Background: an optimization exercise with open tools, aiming at small area, a short achievable clock period and few clock cycles per item. Do not read the settings as production practice. The RTL was checked by simulation tests, not by an equivalence proof against the original design.

<file path="flow/run.sh">
#!/bin/bash
# synth_recipe.tcl (not shown) runs the flow's synth.tcl, then flattens the netlist and writes it again
# the make line also repeats each setting of config.mk as NAME=value (left out here)
make -C /OpenROAD-flow-scripts/flow DESIGN_CONFIG=/design/flow/config.mk WORK_HOME=/design/flow/orfs CLKGATE_MAP_FILE= SYNTH_SCRIPT=/design/flow/synth_recipe.tcl finish
</file>
<file path="flow/config.mk">
export PLATFORM = sky130hd
export DESIGN_NAME = rgb_to_hsl_convert
export DESIGN_NICKNAME = rgb_to_hsl_convert
export VERILOG_FILES = /design/flow/design.v
export SDC_FILE = /design/flow/constraint.sdc
export NUM_CORES = 4
export LEC_CHECK = 0
export ABC_AREA = 1
export CAP_MARGIN = 20
export CORE_MARGIN = 2
export CORE_UTILIZATION = 40
export SETUP_SLACK_MARGIN = 4.4
export SLEW_MARGIN = 20
</file>
<file path="flow/constraint.sdc">
create_clock -name core_clock -period 8.0 [get_ports {i_clk}]
set_input_delay 1.6000 -clock core_clock [delete_from_list [all_inputs] [get_ports {i_clk}]]
set_output_delay 1.6000 -clock core_clock [all_outputs]
set_load 0.01 [all_outputs]
</file>
<file path="flow/design.v">
module rgb_to_hsl_convert (
    input  logic        i_clk,
    input  logic        i_rst_n,
    input  logic        i_valid,
    output logic        o_stall,
    input  logic [7:0]  i_red,
    input  logic [7:0]  i_green,
    input  logic [7:0]  i_blue,
    input  logic [7:0]  i_alpha,
    output logic        o_valid,
    input  logic        i_stall,
    output logic [12:0] o_hue,
    output logic [7:0]  o_saturation,
    output logic [7:0]  o_luminance,
    output logic [7:0]  o_alpha_out
);
    logic        en;
    logic [6:0]  vld;
    logic [12:0] n_hue;
    logic [7:0]  n_sat, n_lum, n_alpha;
    logic [7:0]  red, green, blue, alpha;
    assign red   = i_red;
    assign green = i_green;
    assign blue  = i_blue;
    assign alpha = i_alpha;
    assign en      = !(o_valid && i_stall);
    assign o_stall = !en;
    logic [8:0] xrg__1;
    assign xrg__1 = {1'b0, red} - {1'b0, green};
    logic [8:0] xgr__2;
    assign xgr__2 = {1'b0, green} - {1'b0, red};
    logic [8:0] xrb__3;
    assign xrb__3 = {1'b0, red} - {1'b0, blue};
    logic [8:0] xbr__4;
    assign xbr__4 = {1'b0, blue} - {1'b0, red};
    logic [8:0] xgb__5;
    assign xgb__5 = {1'b0, green} - {1'b0, blue};
    logic [8:0] xbg__6;
    assign xbg__6 = {1'b0, blue} - {1'b0, green};
    logic [0:0] ge_rg__7;
    assign ge_rg__7 = !xrg__1[8];
    logic [0:0] ge_rb__8;
    assign ge_rb__8 = !xrb__3[8];
    logic [0:0] ge_gb__9;
    assign ge_gb__9 = !xgb__5[8];
    logic [0:0] selr__10;
    assign selr__10 = ge_rg__7 & ge_rb__8;
    logic [0:0] selg__11;
    assign selg__11 = !selr__10 & ge_gb__9;
    logic [8:0] srg__12;
    assign srg__12 = {1'b0, red} + {1'b0, green};
    logic [8:0] srb__13;
    assign srb__13 = {1'b0, red} + {1'b0, blue};
    logic [8:0] sgb__14;
    assign sgb__14 = {1'b0, green} + {1'b0, blue};
    logic [7:0] d__15;
    assign d__15 = 8'(selr__10 ? (ge_gb__9 ? xrb__3 : xrg__1) : (selg__11 ? (ge_rb__8 ? xgb__5 : xgr__2) : (ge_rg__7 ? xbg__6 : xbr__4)));
    logic [7:0] f__16;
    assign f__16 = 8'(selr__10 ? (ge_gb__9 ? xgb__5 : xbg__6) : (selg__11 ? (ge_rb__8 ? xrb__3 : xbr__4) : (ge_rg__7 ? xrg__1 : xgr__2)));
    logic [8:0] sum__17;
    assign sum__17 = selr__10 ? (ge_gb__9 ? srb__13 : srg__12) : (selg__11 ? (ge_rb__8 ? sgb__14 : srg__12) : (ge_rg__7 ? sgb__14 : srb__13));
    logic [0:0] neg__18;
    assign neg__18 = selr__10 ? !ge_gb__9 : (selg__11 ? ge_rb__8 : !ge_rg__7);
    logic [1:0] sec__19;
    assign sec__19 = selr__10 ? 2'd0 : (selg__11 ? 2'd1 : 2'd2);
    logic [8:0] sm__20;
    assign sm__20 = sum__17;
    logic [7:0] alpha__r1;
    logic [7:0] d__r1;
    logic [7:0] f__r1;
    logic [0:0] neg__r1;
    logic [1:0] sec__r1;
    logic [8:0] sm__r1;
    logic [7:0] den__21;
    assign den__21 = sm__r1[8] ? 8'(8'd254 - sm__r1[7:0]) : sm__r1[7:0];
    logic [0:0] shi__22;
    assign shi__22 = sm__r1[8];
    logic [11:0] mh__23;
    assign mh__23 = ({4'b0, f__r1} << 4) - {4'b0, f__r1} + {11'b0, d__r1[7]};
    logic [7:0] hr__24;
    assign hr__24 = mh__23[11:4];
    logic [3:0] hm__25;
    assign hm__25 = mh__23[3:0];
    logic [8:0] ht__26;
    assign ht__26 = {hr__24, hm__25[3]};
    logic [9:0] hs__27;
    assign hs__27 = {1'b0, ht__26} - {2'b0, d__r1};
    logic [7:0] hr__28;
    assign hr__28 = hs__27[9] ? ht__26[7:0] : hs__27[7:0];
    logic [0:0] hq__29;
    assign hq__29 = !hs__27[9];
    logic [2:0] hm__30;
    assign hm__30 = hm__25[2:0];
    logic [7:0] alpha__r2;
    logic [7:0] d__r2;
    logic [0:0] neg__r2;
    logic [1:0] sec__r2;
    logic [7:0] den__r2;
    logic [0:0] shi__r2;
    logic [7:0] hr__r2;
    logic [0:0] hq__r2;
    logic [2:0] hm__r2;
    logic [8:0] ht__31;
    assign ht__31 = {hr__r2, hm__r2[2]};
    logic [9:0] hs__32;
    assign hs__32 = {1'b0, ht__31} - {2'b0, d__r2};
    logic [7:0] hr__33;
    assign hr__33 = hs__32[9] ? ht__31[7:0] : hs__32[7:0];
    logic [1:0] hq__34;
    assign hq__34 = {hq__r2, !hs__32[9]};
    logic [1:0] hm__35;
    assign hm__35 = hm__r2[1:0];
    logic [8:0] ht__36;
    assign ht__36 = {hr__33, hm__35[1]};
    logic [9:0] hs__37;
    assign hs__37 = {1'b0, ht__36} - {2'b0, d__r2};
    logic [7:0] hr__38;
    assign hr__38 = hs__37[9] ? ht__36[7:0] : hs__37[7:0];
    logic [2:0] hq__39;
    assign hq__39 = {hq__34, !hs__37[9]};
    logic [0:0] hm__40;
    assign hm__40 = hm__35[0:0];
    logic [15:0] ns__41;
    assign ns__41 = ({8'b0, d__r2} << 8) - {8'b0, d__r2} + {9'b0, den__r2[7:1]};
    logic [7:0] sr__42;
    assign sr__42 = ns__41[15:8];
    logic [7:0] sl__43;
    assign sl__43 = ns__41[7:0];
    logic [8:0] st__44;
    assign st__44 = {sr__42, sl__43[7]};
    logic [9:0] ss__45;
    assign ss__45 = {1'b0, st__44} - {2'b0, den__r2};
    logic [7:0] sr__46;
    assign sr__46 = ss__45[9] ? st__44[7:0] : ss__45[7:0];
    logic [0:0] sq__47;
    assign sq__47 = !ss__45[9];
    logic [6:0] sl__48;
    assign sl__48 = sl__43[6:0];
    logic [7:0] alpha__r3;
    logic [7:0] d__r3;
    logic [0:0] neg__r3;
    logic [1:0] sec__r3;
    logic [7:0] den__r3;
    logic [0:0] shi__r3;
    logic [7:0] hr__r3;
    logic [2:0] hq__r3;
    logic [0:0] hm__r3;
    logic [7:0] sr__r3;
    logic [0:0] sq__r3;
    logic [6:0] sl__r3;
    logic [8:0] ht__49;
    assign ht__49 = {hr__r3, hm__r3[0]};
    logic [9:0] hs__50;
    assign hs__50 = {1'b0, ht__49} - {2'b0, d__r3};
    logic [7:0] hr__51;
    assign hr__51 = hs__50[9] ? ht__49[7:0] : hs__50[7:0];
    logic [3:0] hq__52;
    assign hq__52 = {hq__r3, !hs__50[9]};
    logic [8:0] st__53;
    assign st__53 = {sr__r3, sl__r3[6]};
    logic [9:0] ss__54;
    assign ss__54 = {1'b0, st__53} - {2'b0, den__r3};
    logic [7:0] sr__55;
    assign sr__55 = ss__54[9] ? st__53[7:0] : ss__54[7:0];
    logic [1:0] sq__56;
    assign sq__56 = {sq__r3, !ss__54[9]};
    logic [5:0] sl__57;
    assign sl__57 = sl__r3[5:0];
    logic [8:0] ht__58;
    assign ht__58 = {hr__51, d__r3[6]};
    logic [9:0] hs__59;
    assign hs__59 = {1'b0, ht__58} - {2'b0, d__r3};
    logic [7:0] hr__60;
    assign hr__60 = hs__59[9] ? ht__58[7:0] : hs__59[7:0];
    logic [4:0] hq__61;
    assign hq__61 = {hq__52, !hs__59[9]};
    logic [8:0] st__62;
    assign st__62 = {sr__55, sl__57[5]};
    logic [9:0] ss__63;
    assign ss__63 = {1'b0, st__62} - {2'b0, den__r3};
    logic [7:0] sr__64;
    assign sr__64 = ss__63[9] ? st__62[7:0] : ss__63[7:0];
    logic [2:0] sq__65;
    assign sq__65 = {sq__56, !ss__63[9]};
    logic [4:0] sl__66;
    assign sl__66 = sl__57[4:0];
    logic [7:0] alpha__r4;
    logic [7:0] d__r4;
    logic [0:0] neg__r4;
    logic [1:0] sec__r4;
    logic [7:0] den__r4;
    logic [0:0] shi__r4;
    logic [7:0] hr__r4;
    logic [4:0] hq__r4;
    logic [7:0] sr__r4;
    logic [2:0] sq__r4;
    logic [4:0] sl__r4;
    logic [8:0] ht__67;
    assign ht__67 = {hr__r4, d__r4[5]};
    logic [9:0] hs__68;
    assign hs__68 = {1'b0, ht__67} - {2'b0, d__r4};
    logic [7:0] hr__69;
    assign hr__69 = hs__68[9] ? ht__67[7:0] : hs__68[7:0];
    logic [5:0] hq__70;
    assign hq__70 = {hq__r4, !hs__68[9]};
    logic [8:0] st__71;
    assign st__71 = {sr__r4, sl__r4[4]};
    logic [9:0] ss__72;
    assign ss__72 = {1'b0, st__71} - {2'b0, den__r4};
    logic [7:0] sr__73;
    assign sr__73 = ss__72[9] ? st__71[7:0] : ss__72[7:0];
    logic [3:0] sq__74;
    assign sq__74 = {sq__r4, !ss__72[9]};
    logic [3:0] sl__75;
    assign sl__75 = sl__r4[3:0];
    logic [8:0] ht__76;
    assign ht__76 = {hr__69, d__r4[4]};
    logic [9:0] hs__77;
    assign hs__77 = {1'b0, ht__76} - {2'b0, d__r4};
    logic [7:0] hr__78;
    assign hr__78 = hs__77[9] ? ht__76[7:0] : hs__77[7:0];
    logic [6:0] hq__79;
    assign hq__79 = {hq__70, !hs__77[9]};
    logic [8:0] st__80;
    assign st__80 = {sr__73, sl__75[3]};
    logic [9:0] ss__81;
    assign ss__81 = {1'b0, st__80} - {2'b0, den__r4};
    logic [7:0] sr__82;
    assign sr__82 = ss__81[9] ? st__80[7:0] : ss__81[7:0];
    logic [4:0] sq__83;
    assign sq__83 = {sq__74, !ss__81[9]};
    logic [2:0] sl__84;
    assign sl__84 = sl__75[2:0];
    logic [7:0] alpha__r5;
    logic [7:0] d__r5;
    logic [0:0] neg__r5;
    logic [1:0] sec__r5;
    logic [7:0] den__r5;
    logic [0:0] shi__r5;
    logic [7:0] hr__r5;
    logic [6:0] hq__r5;
    logic [7:0] sr__r5;
    logic [4:0] sq__r5;
    logic [2:0] sl__r5;
    logic [8:0] ht__85;
    assign ht__85 = {hr__r5, d__r5[3]};
    logic [9:0] hs__86;
    assign hs__86 = {1'b0, ht__85} - {2'b0, d__r5};
    logic [7:0] hr__87;
    assign hr__87 = hs__86[9] ? ht__85[7:0] : hs__86[7:0];
    logic [7:0] hq__88;
    assign hq__88 = {hq__r5, !hs__86[9]};
    logic [8:0] st__89;
    assign st__89 = {sr__r5, sl__r5[2]};
    logic [9:0] ss__90;
    assign ss__90 = {1'b0, st__89} - {2'b0, den__r5};
    logic [7:0] sr__91;
    assign sr__91 = ss__90[9] ? st__89[7:0] : ss__90[7:0];
    logic [5:0] sq__92;
    assign sq__92 = {sq__r5, !ss__90[9]};
    logic [1:0] sl__93;
    assign sl__93 = sl__r5[1:0];
    logic [8:0] ht__94;
    assign ht__94 = {hr__87, d__r5[2]};
    logic [9:0] hs__95;
    assign hs__95 = {1'b0, ht__94} - {2'b0, d__r5};
    logic [7:0] hr__96;
    assign hr__96 = hs__95[9] ? ht__94[7:0] : hs__95[7:0];
    logic [8:0] hq__97;
    assign hq__97 = {hq__88, !hs__95[9]};
    logic [8:0] st__98;
    assign st__98 = {sr__91, sl__93[1]};
    logic [9:0] ss__99;
    assign ss__99 = {1'b0, st__98} - {2'b0, den__r5};
    logic [7:0] sr__100;
    assign sr__100 = ss__99[9] ? st__98[7:0] : ss__99[7:0];
    logic [6:0] sq__101;
    assign sq__101 = {sq__92, !ss__99[9]};
    logic [0:0] sl__102;
    assign sl__102 = sl__93[0:0];
    logic [7:0] alpha__r6;
    logic [7:0] d__r6;
    logic [0:0] neg__r6;
    logic [1:0] sec__r6;
    logic [7:0] den__r6;
    logic [0:0] shi__r6;
    logic [7:0] hr__r6;
    logic [8:0] hq__r6;
    logic [7:0] sr__r6;
    logic [6:0] sq__r6;
    logic [0:0] sl__r6;
    logic [8:0] ht__103;
    assign ht__103 = {hr__r6, d__r6[1]};
    logic [9:0] hs__104;
    assign hs__104 = {1'b0, ht__103} - {2'b0, d__r6};
    logic [7:0] hr__105;
    assign hr__105 = hs__104[9] ? ht__103[7:0] : hs__104[7:0];
    logic [9:0] hq__106;
    assign hq__106 = {hq__r6, !hs__104[9]};
    logic [8:0] st__107;
    assign st__107 = {sr__r6, sl__r6[0]};
    logic [9:0] ss__108;
    assign ss__108 = {1'b0, st__107} - {2'b0, den__r6};
    logic [7:0] sr__109;
    assign sr__109 = ss__108[9] ? st__107[7:0] : ss__108[7:0];
    logic [7:0] sq__110;
    assign sq__110 = {sq__r6, !ss__108[9]};
    logic [0:0] tie__111;
    assign tie__111 = (hr__105 == 8'd0) & !d__r6[0];
    logic [0:0] grey__112;
    assign grey__112 = d__r6 == 8'd0;
    logic [12:0] base__113;
    assign base__113 = (sec__r6 == 2'd0) ? (neg__r6 ? 13'd5760 : 13'd0) : ((sec__r6 == 2'd1) ? 13'd1920 : 13'd3840);
    logic [12:0] hue__114;
    assign hue__114 = (base__113 | {12'b0, neg__r6 & tie__111}) + ({3'b0, hq__106} ^ {13{neg__r6}}) + {12'b0, neg__r6};
    assign n_hue = grey__112 ? 13'd0 : hue__114;
    assign n_sat = grey__112 ? 8'd0 : sq__110;
    assign n_lum = shi__r6 ? ~(8'(den__r6[7:1]) + 8'(den__r6[0])) : 8'(den__r6[7:1]);
    assign n_alpha = alpha__r6;
    always_ff @(posedge i_clk) begin
        if (!i_rst_n) begin
            vld <= '0;
        end else if (en) begin
            vld <= {vld[5:0], i_valid};
        end
    end
    always_ff @(posedge i_clk) begin
        if (en) begin
            alpha__r1 <= alpha;
            d__r1 <= d__15;
            f__r1 <= f__16;
            neg__r1 <= neg__18;
            sec__r1 <= sec__19;
            sm__r1 <= sm__20;
            alpha__r2 <= alpha__r1;
            d__r2 <= d__r1;
            neg__r2 <= neg__r1;
            sec__r2 <= sec__r1;
            den__r2 <= den__21;
            shi__r2 <= shi__22;
            hr__r2 <= hr__28;
            hq__r2 <= hq__29;
            hm__r2 <= hm__30;
            alpha__r3 <= alpha__r2;
            d__r3 <= d__r2;
            neg__r3 <= neg__r2;
            sec__r3 <= sec__r2;
            den__r3 <= den__r2;
            shi__r3 <= shi__r2;
            hr__r3 <= hr__38;
            hq__r3 <= hq__39;
            hm__r3 <= hm__40;
            sr__r3 <= sr__46;
            sq__r3 <= sq__47;
            sl__r3 <= sl__48;
            alpha__r4 <= alpha__r3;
            d__r4 <= d__r3;
            neg__r4 <= neg__r3;
            sec__r4 <= sec__r3;
            den__r4 <= den__r3;
            shi__r4 <= shi__r3;
            hr__r4 <= hr__60;
            hq__r4 <= hq__61;
            sr__r4 <= sr__64;
            sq__r4 <= sq__65;
            sl__r4 <= sl__66;
            alpha__r5 <= alpha__r4;
            d__r5 <= d__r4;
            neg__r5 <= neg__r4;
            sec__r5 <= sec__r4;
            den__r5 <= den__r4;
            shi__r5 <= shi__r4;
            hr__r5 <= hr__78;
            hq__r5 <= hq__79;
            sr__r5 <= sr__82;
            sq__r5 <= sq__83;
            sl__r5 <= sl__84;
            alpha__r6 <= alpha__r5;
            d__r6 <= d__r5;
            neg__r6 <= neg__r5;
            sec__r6 <= sec__r5;
            den__r6 <= den__r5;
            shi__r6 <= shi__r5;
            hr__r6 <= hr__96;
            hq__r6 <= hq__97;
            sr__r6 <= sr__100;
            sq__r6 <= sq__101;
            sl__r6 <= sl__102;
            o_hue        <= n_hue;
            o_saturation <= n_sat;
            o_luminance  <= n_lum;
            o_alpha_out  <= n_alpha;
        end
    end
    assign o_valid = vld[6];
endmodule
</file>
==> results of run 1 <==
## through the flow
stage	area (µm²)	worst slack, ns
detailed placement	24200	2.60
CTS	26400	4.21
finish	27600	4.41
global route	27600	4.28
floorplan	22800	2.83
global placement	24200	2.61
## Yosys cell counts (2+ instances only)
cell type  count  area (µm²)
nand2_1      401        1510
edfxtp_1     340       10200
inv_1        337        1260
ha_1         236        2950
a21oi_1      217        1090
nor2_1       137         514
o21ai_0      128         641
xor2_1       104         911
nand3_1       89         445
xnor2_1       67         587
o211ai_1      30         225
fa_1          27         541
nand4_1       21         131
buf_4         20         150
o21ai_1       20         100
a31oi_1       18         113
nor3_1        15        75.1
buf_2         14        70.1
o21ai_2       13         114
a21o_1        12        90.1
nand2_2       12        75.1
o21bai_1      11        82.6
inv_2         10        37.5
buf_6          8        90.1
or2_2          8        50.1
dfxtp_1        7         140
nor4_1         7        43.8
a22oi_1        5        37.5
nand3b_1       4        30.0
o31ai_1        4        30.0
a21oi_2        3        26.3
inv_4          3        18.8
o221ai_1       3        26.3
o311ai_0       3        26.3
a211oi_1       2        15.0
a21boi_0       2        15.0
mux2_2         2        22.5
mux2i_1        2        20.0
nand2_4        2        22.5
nor2_8         2        40.0
o2111ai_2      2        30.0
o211ai_2       2        25.0
o21a_1         2        15.0
or2_0          2        12.5
## worst max path at each step
stage,start,endpoint,slack [ns],cells past startpoint
after floorplan,i_stall,o_stall,2.83,2
after global placement,i_stall,o_stall,2.61,4
after detailed placement,i_stall,o_stall,2.60,4
after CTS,i_stall,o_stall,4.21,4
after global routing,d__r2[0]$_DFFE_PN_,sr__r3[3]$_DFFE_PN_,4.28,20
final,d__r2[2]$_DFFE_PN_,hr__r3[4]$_DFFE_PN_,4.41,19
## area by class of cell
cell class                      count  area (µm²)  share of cell area
Clock buffer                       44        1040              0.0376
Clock inverter                     24         254             0.00920
Inverter                          351        1370              0.0495
Multi-Input combinational cell   1636       11900               0.431
Sequential cell                   347       10400               0.375
Tap cell                          756         946              0.0343
Timing Repair Buffer              194        1740              0.0631
Timing Repair inverter              2        15.0            0.000544
## critical path: stages (launching register included)
cell        delay [ns]
edfxtp_1          0.48
inv_4             0.14
ha_4              0.23
a21oi_1           0.17
nand2_2           0.10
buf_4             0.14
a21oi_1           0.13
o21ai_0           0.12
xnor2_1           0.15
nand2_1           0.08
o21ai_2           0.08
inv_1             0.10
ha_4              0.30
nand2_1           0.05
o211ai_1          0.35
a21oi_1           0.15
nand2_2           0.23
clkinvlp_4        0.18
nand2_1           0.07
o21ai_0           0.08
## logic make-up after synthesis
logic type,after synthesis,share of synthesized area
and+or+nand+nor,706,0.132
DFF,347,0.454
xor gates and xnor gates,171,0.0658
adders and majority gates,263,0.153
buffers and inverters,395,0.0722
AOI/OAI and AO/OA,481,0.120
muxes,4,0.00187
## metal layers
layer / up-vias / part of all wire / routed length, µm
li1: 8510 / - / -
met1: 8150 / 0.40 / 21800
met2: 424 / 0.53 / 28800
met3: 116 / 0.036 / 1950
met4: 0 / 0.034 / 1830
met5: - / 0 / 0
## what timing repair did
item | in CTS | in global routing
setup buffers | 50 | 64
cloned | 7 | 7
endpoints found under the setup margin | 248 | 186
pin swaps | 15 | 44
hold buffers | 0 | 0
resized for setup | 143 | 153
==> results.yml, run 1 <==
clock_tree:
  path_clk_slew_ns: 0.06
  cts-buffers-inserted: 39
  cts.sinks: 347
  htreeDepth: 2
  cts_tree: "yes"
  clk_latency_ns: 0.53
  cts_buffer_depth: 3
  cts_root_buffer: "clkbuf_16"
layout:
  largest_reg_flops: 13
  top_register: "o_hue"
  final_common_cell: "nand2_1"
  layout_common_cells: "nand2_1 (374), edfxtp_1 (340), inv_1 (311)"
  fillerInstances: 5121
  drive_above_1_share: 0.161
  final_nets: 2870
  diodes: 0
  reg_top3: "o_hue: 13 flops, hq__r6: 9 flops"
  utilization: 0.490
  area_delta_synth_final_pct: 21.2
  final_cells: 3354
placement:
  routabilityCongestion: 0.879
  place_inst: 3158
  dp.final_hpwl_mm: 38.9
  io_buffers: 74
global_route:
  grt_usage: 0.175
  top_usage_layer: "met2"
  grt_use_met2: 0.332
  globalRouteMet1Util: 0.202
  grt_start_max_net_pins: 82
  met3_usage: 0.0185
  antenna_found_initial: 0
  grt_pass1_vias: 16800
  grt-ovfl-total: 0
  grt_pass1_wl_mm: 84.1
detailed_routing:
  dr.pass1.iters: 5
  dr_total_vias: 17200
  drt-vias-per-instance: 5.13
  drt_iter0_drc: 863
  drt_drc_violations_left: 0
  drt-total-wl_mm: 54.4
  wire_per_inst_um: 16.2
  ant_nets: 0
min_path:
  hp-class: "register to register"
  hold_path_depth: 0
  hp-start: "sec__r2[1]$_DFFE_PN_"
  whs_endpoint: "sec__r3[1]$_DFFE_PN_"
floorplanning:
  dieArea_um2: 58900
  dieWidth_um: 243
  fp-row-count: 87
  boundaryPins: 75
  core_area_um2: 56400
  die_y_um: 243
  start_util: 0.404
logic_synthesis:
  synth-edff-count: 340
  synth_area_per_cell_um2: 9.62
  synth_fp_nets: 2666
  yosysSeqAreaShare: 0.454
  async_flop_share: 0
  ys_ff_latch: 347
  ys.flop_type: "edfxtp_1"
  ys_warn_count: 1
  synth.distinct_cells: 57
  synth_area_um2: 22800
  syn_inst: 2367
status:
  outcome: "no timing/DRC/antenna violations"
timing:
  clock_skew_ns: 0.00996
  maxSlewHeadroom: 0.405
  max_freq_mhz: 279
  min_period_over_period: 0.448
  fin_hold_ws_ns: 0.410
  finalCriticalPeriod_ns: 3.59
  grt_setup_unrepaired: "yes"
  final_hold_viol_count: 0
  tightestPinTransition_ns: 0.885
  finalSetupTns_ns: 0
  finalSetupViolCount: 0
  slew_violations: 0
flow_run:
  drv_cap: 0
critical_path:
  end_kind: "register"
  crit_type: "register to register"
  reg2reg_depth: 19
  rr_endpoint: "hr__r3[4]$_DFFE_PN_"
  cp.arrival_ns: 3.86
  timing.rr.start: "d__r2[2]$_DFFE_PN_"
  required_ns: 8.27
  start_kind: "register"
  rrSetupSlack_ns: 4.41
  critPathMaxFanout: 7
Testbench counts, summed over its fixed seeds: cycles 32,056, pixels 32,000.
==> inputs of run 2 (changes only) <==
--- a/flow/config.mk
+++ b/flow/config.mk
@@ -11,3 +11,3 @@
 export CORE_UTILIZATION = 40
-export SETUP_SLACK_MARGIN = 4.4
+export SETUP_SLACK_MARGIN = 4.2
 export SLEW_MARGIN = 20
==> run 2 against run 1 <==
  * Cell count down 2.0%
  * Routed wire length down 3.6%
  * Sequential cell count unchanged
  * Sequential share of layout area up 1.5 points
  * Maximum frequency down 4.6%
  * Synthesized area unchanged
  * Die area unchanged
  * Worst hold slack better by 0.00095 ns
  * Final area down 3.9%
  * Largest cell class unchanged
==> results.yml, run 2 <==
clock_tree:
  cts_tree: "yes"
  postCtsHoldBufs: 0
  htreeDepth: 2
  cts_root_buffer: "clkbuf_16"
  clk_latency_ns: 0.53
  path_clk_slew_ns: 0.06
  cts_buffer_depth: 3
  cts-buffers-inserted: 39
  cts.sinks: 347
timing:
  finalSetupTns_ns: 0
  slew_violations: 0
  tightestPinTransition_ns: 0.998
  grt_setup_unrepaired: "no"
  finalCriticalPeriod_ns: 3.76
  clock_skew_ns: 0.0134
  final_hold_viol_count: 0
  fin_hold_ws_ns: 0.411
  max_freq_mhz: 266
  maxSlewHeadroom: 0.335
  min_period_over_period: 0.470
  finalSetupViolCount: 0
  setup_slack_ns: 4.24
detailed_routing:
  drt_iter0_drc: 887
  ant_nets: 0
  dr.pass1.iters: 6
  dr_total_vias: 16700
  drt-total-wl_mm: 52.4
  drt_drc_violations_left: 0
  wire_per_inst_um: 15.9
  drt-vias-per-instance: 5.09
floorplanning:
  dieArea_um2: 58900
  core_area_um2: 56400
  dieWidth_um: 243
  fp-row-count: 87
  start_util: 0.404
  boundaryPins: 75
  die_y_um: 243
logic_synthesis:
  netlist.top_cell.by_area: "edfxtp_1"
  synth_area_per_cell_um2: 9.62
  yosysMostFrequentCell: "nand2_1"
  ys_ff_latch: 347
  ys_top_cells_by_area: "edfxtp_1 (45%), ha_1 (13%), nand2_1 (6.6%)"
  yosysSeqAreaShare: 0.454
  synth.distinct_cells: 57
  ys_warn_count: 1
  synth-edff-count: 340
  syn_inst: 2367
  synthTopCellsByCount: "nand2_1 (401), edfxtp_1 (340), inv_1 (337)"
  ys.flop_type: "edfxtp_1"
  async_flop_share: 0
  synth_fp_nets: 2666
  synth_top_area_share: 0.448
  synth_area_um2: 22800
layout:
  largest_reg_flops: 13
  fillerInstances: 5239
  area_delta_synth_final_pct: 16.5
  reg_top3: "o_hue: 13 flops, hq__r6: 9 flops"
  diodes: 0
  final_cells: 3288
  layout_common_cells: "nand2_1 (388), edfxtp_1 (340), inv_1 (321)"
  final_common_cell: "nand2_1"
  stdcell_area_um2: 26500
  drive_above_1_share: 0.109
  final_nets: 2804
  utilization: 0.471
  top_register: "o_hue"
placement:
  dp.final_hpwl_mm: 38.9
  pre_cts_ws_ns: 2.60
  place_inst: 3158
  placed_area_um2: 24200
  io_buffers: 74
  routabilityCongestion: 0.879
global_route:
  antenna_found_initial: 0
  grt-ovfl-total: 0
  grt_pass1_wl_mm: 82.7
  grt_start_max_net_pins: 82
  grt_pass1_vias: 16500
  grt_usage: 0.173
critical_path:
  required_ns: 6.40
  start_kind: "input port"
  end_kind: "output port"
  critPathLaunch: "i_stall"
  rr_endpoint: "hr__r3[4]$_DFFE_PN_"
  timing.rr.start: "d__r2[2]$_DFFE_PN_"
  critPathMaxFanout: 8
  crit_type: "input port to output port"
  rrSetupSlack_ns: 4.29
  cp.arrival_ns: 2.16
  worstSetupEndpoint: "o_stall"
  reg2reg_depth: 18
flow_run:
  drv_cap: 0
min_path:
  hp-class: "register to register"
status:
  outcome: "no timing/DRC/antenna violations"
==> run 2: per-layer routing <==
layer | part of all wire | global-route usage | wire length [µm]
met3 | 0.035 | 0.0184 | 1850
met4 | 0.036 | 0.0642 | 1870
met1 | 0.41 | 0.201 | 21400
met2 | 0.52 | 0.325 | 27200
met5 | 0 | 0 | 0
==> run 2: cell families (layout without fill, tap and decap cells) <==
| kind of cell | Yosys count | after routing | share of synthesized area |
|---|---|---|---|
| compound gates | 481 | 481 | 0.120 |
| buf+inv | 395 | 555 | 0.0722 |
| mux | 4 | 4 | 0.00187 |
| xor+xnor | 171 | 171 | 0.0658 |
| fa+ha+maj | 263 | 263 | 0.153 |
| flops | 347 | 347 | 0.454 |
| simple gates | 706 | 711 | 0.132 |
==> run 2: critical path, stage by stage <==
cell and delay (ns):
buf_8 0.15, nand2_8 0.06, inv_4 0.11, clkdlybuf4s15_1 0.24
==> run 2: area by class of cell <==
| class | instances | area, µm² | share of cell area |
|---|---|---|---|
| timing repair buffer | 133 | 1250 | 0.0470 |
| multi-input combinational | 1630 | 11300 | 0.427 |
| clock inverter | 24 | 254 | 0.00957 |
| inverter | 351 | 1350 | 0.0510 |
| timing repair inverter | 3 | 20.0 | 0.000754 |
| clock buffer | 44 | 1040 | 0.0391 |
| sequential | 347 | 10300 | 0.390 |
| tap | 756 | 946 | 0.0356 |
==> run 2: what timing repair did <==
action	CTS	global route
setup endpoints to repair	150	99
pin swaps	6	11
gates cloned	6	3
buffers inserted	16	37
resized for setup	80	82
==> run 2: worst min-delay path by stage <==
stage / slack [ns] / cells past startpoint / startpoint / to
after global placement: 0.40 / 0 / alpha__r4[3]$_DFFE_PN_ / alpha__r5[3]$_DFFE_PN_
after global routing: 0.42 / 0 / alpha__r6[7]$_DFFE_PN_ / o_alpha_out[7]$_DFFE_PN_
final: 0.41 / 0 / sec__r2[1]$_DFFE_PN_ / sec__r3[1]$_DFFE_PN_
after CTS: 0.41 / 0 / sec__r2[1]$_DFFE_PN_ / sec__r3[1]$_DFFE_PN_
after floorplan: 0.40 / 0 / alpha__r1[0]$_DFFE_PN_ / alpha__r2[0]$_DFFE_PN_
after detailed placement: 0.40 / 0 / alpha__r1[6]$_DFFE_PN_ / alpha__r2[6]$_DFFE_PN_

[port drivers added, routing unchanged]
No port has a modelled driver above. Below, the same layouts with a new extraction and two added sets of constraints. Step 1, drivers: a clkbuf_16 drives i_clk and a buf_2 each remaining input, both assumed. Step 2 also shifts input and output timing later by t, the mid clock arrival at the registers, as if the neighbouring blocks saw the same clock. a / b / c = no drivers / after step 1 / after step 2; a / b = the first two.
| run | t, ns | slack for setup (ns) | worst setup path at the end | worst slew at a driven data input, ns | cell pins on the clock port's net |
|---|---|---|---|---|---|
| run 1 | 0.581 | 4.413 / 4.359 / 3.940 | input to register | 0.06 | 1 |
| run 2 | 0.582 | 4.239 / 4.189 / 3.715 | input to register | 0.05 | 1 |
After both steps every run listed still meets setup and hold. For run 2, which loses most, drivers alone change the setup slack by -0.050 ns; drivers and shift together by -0.524 ns.
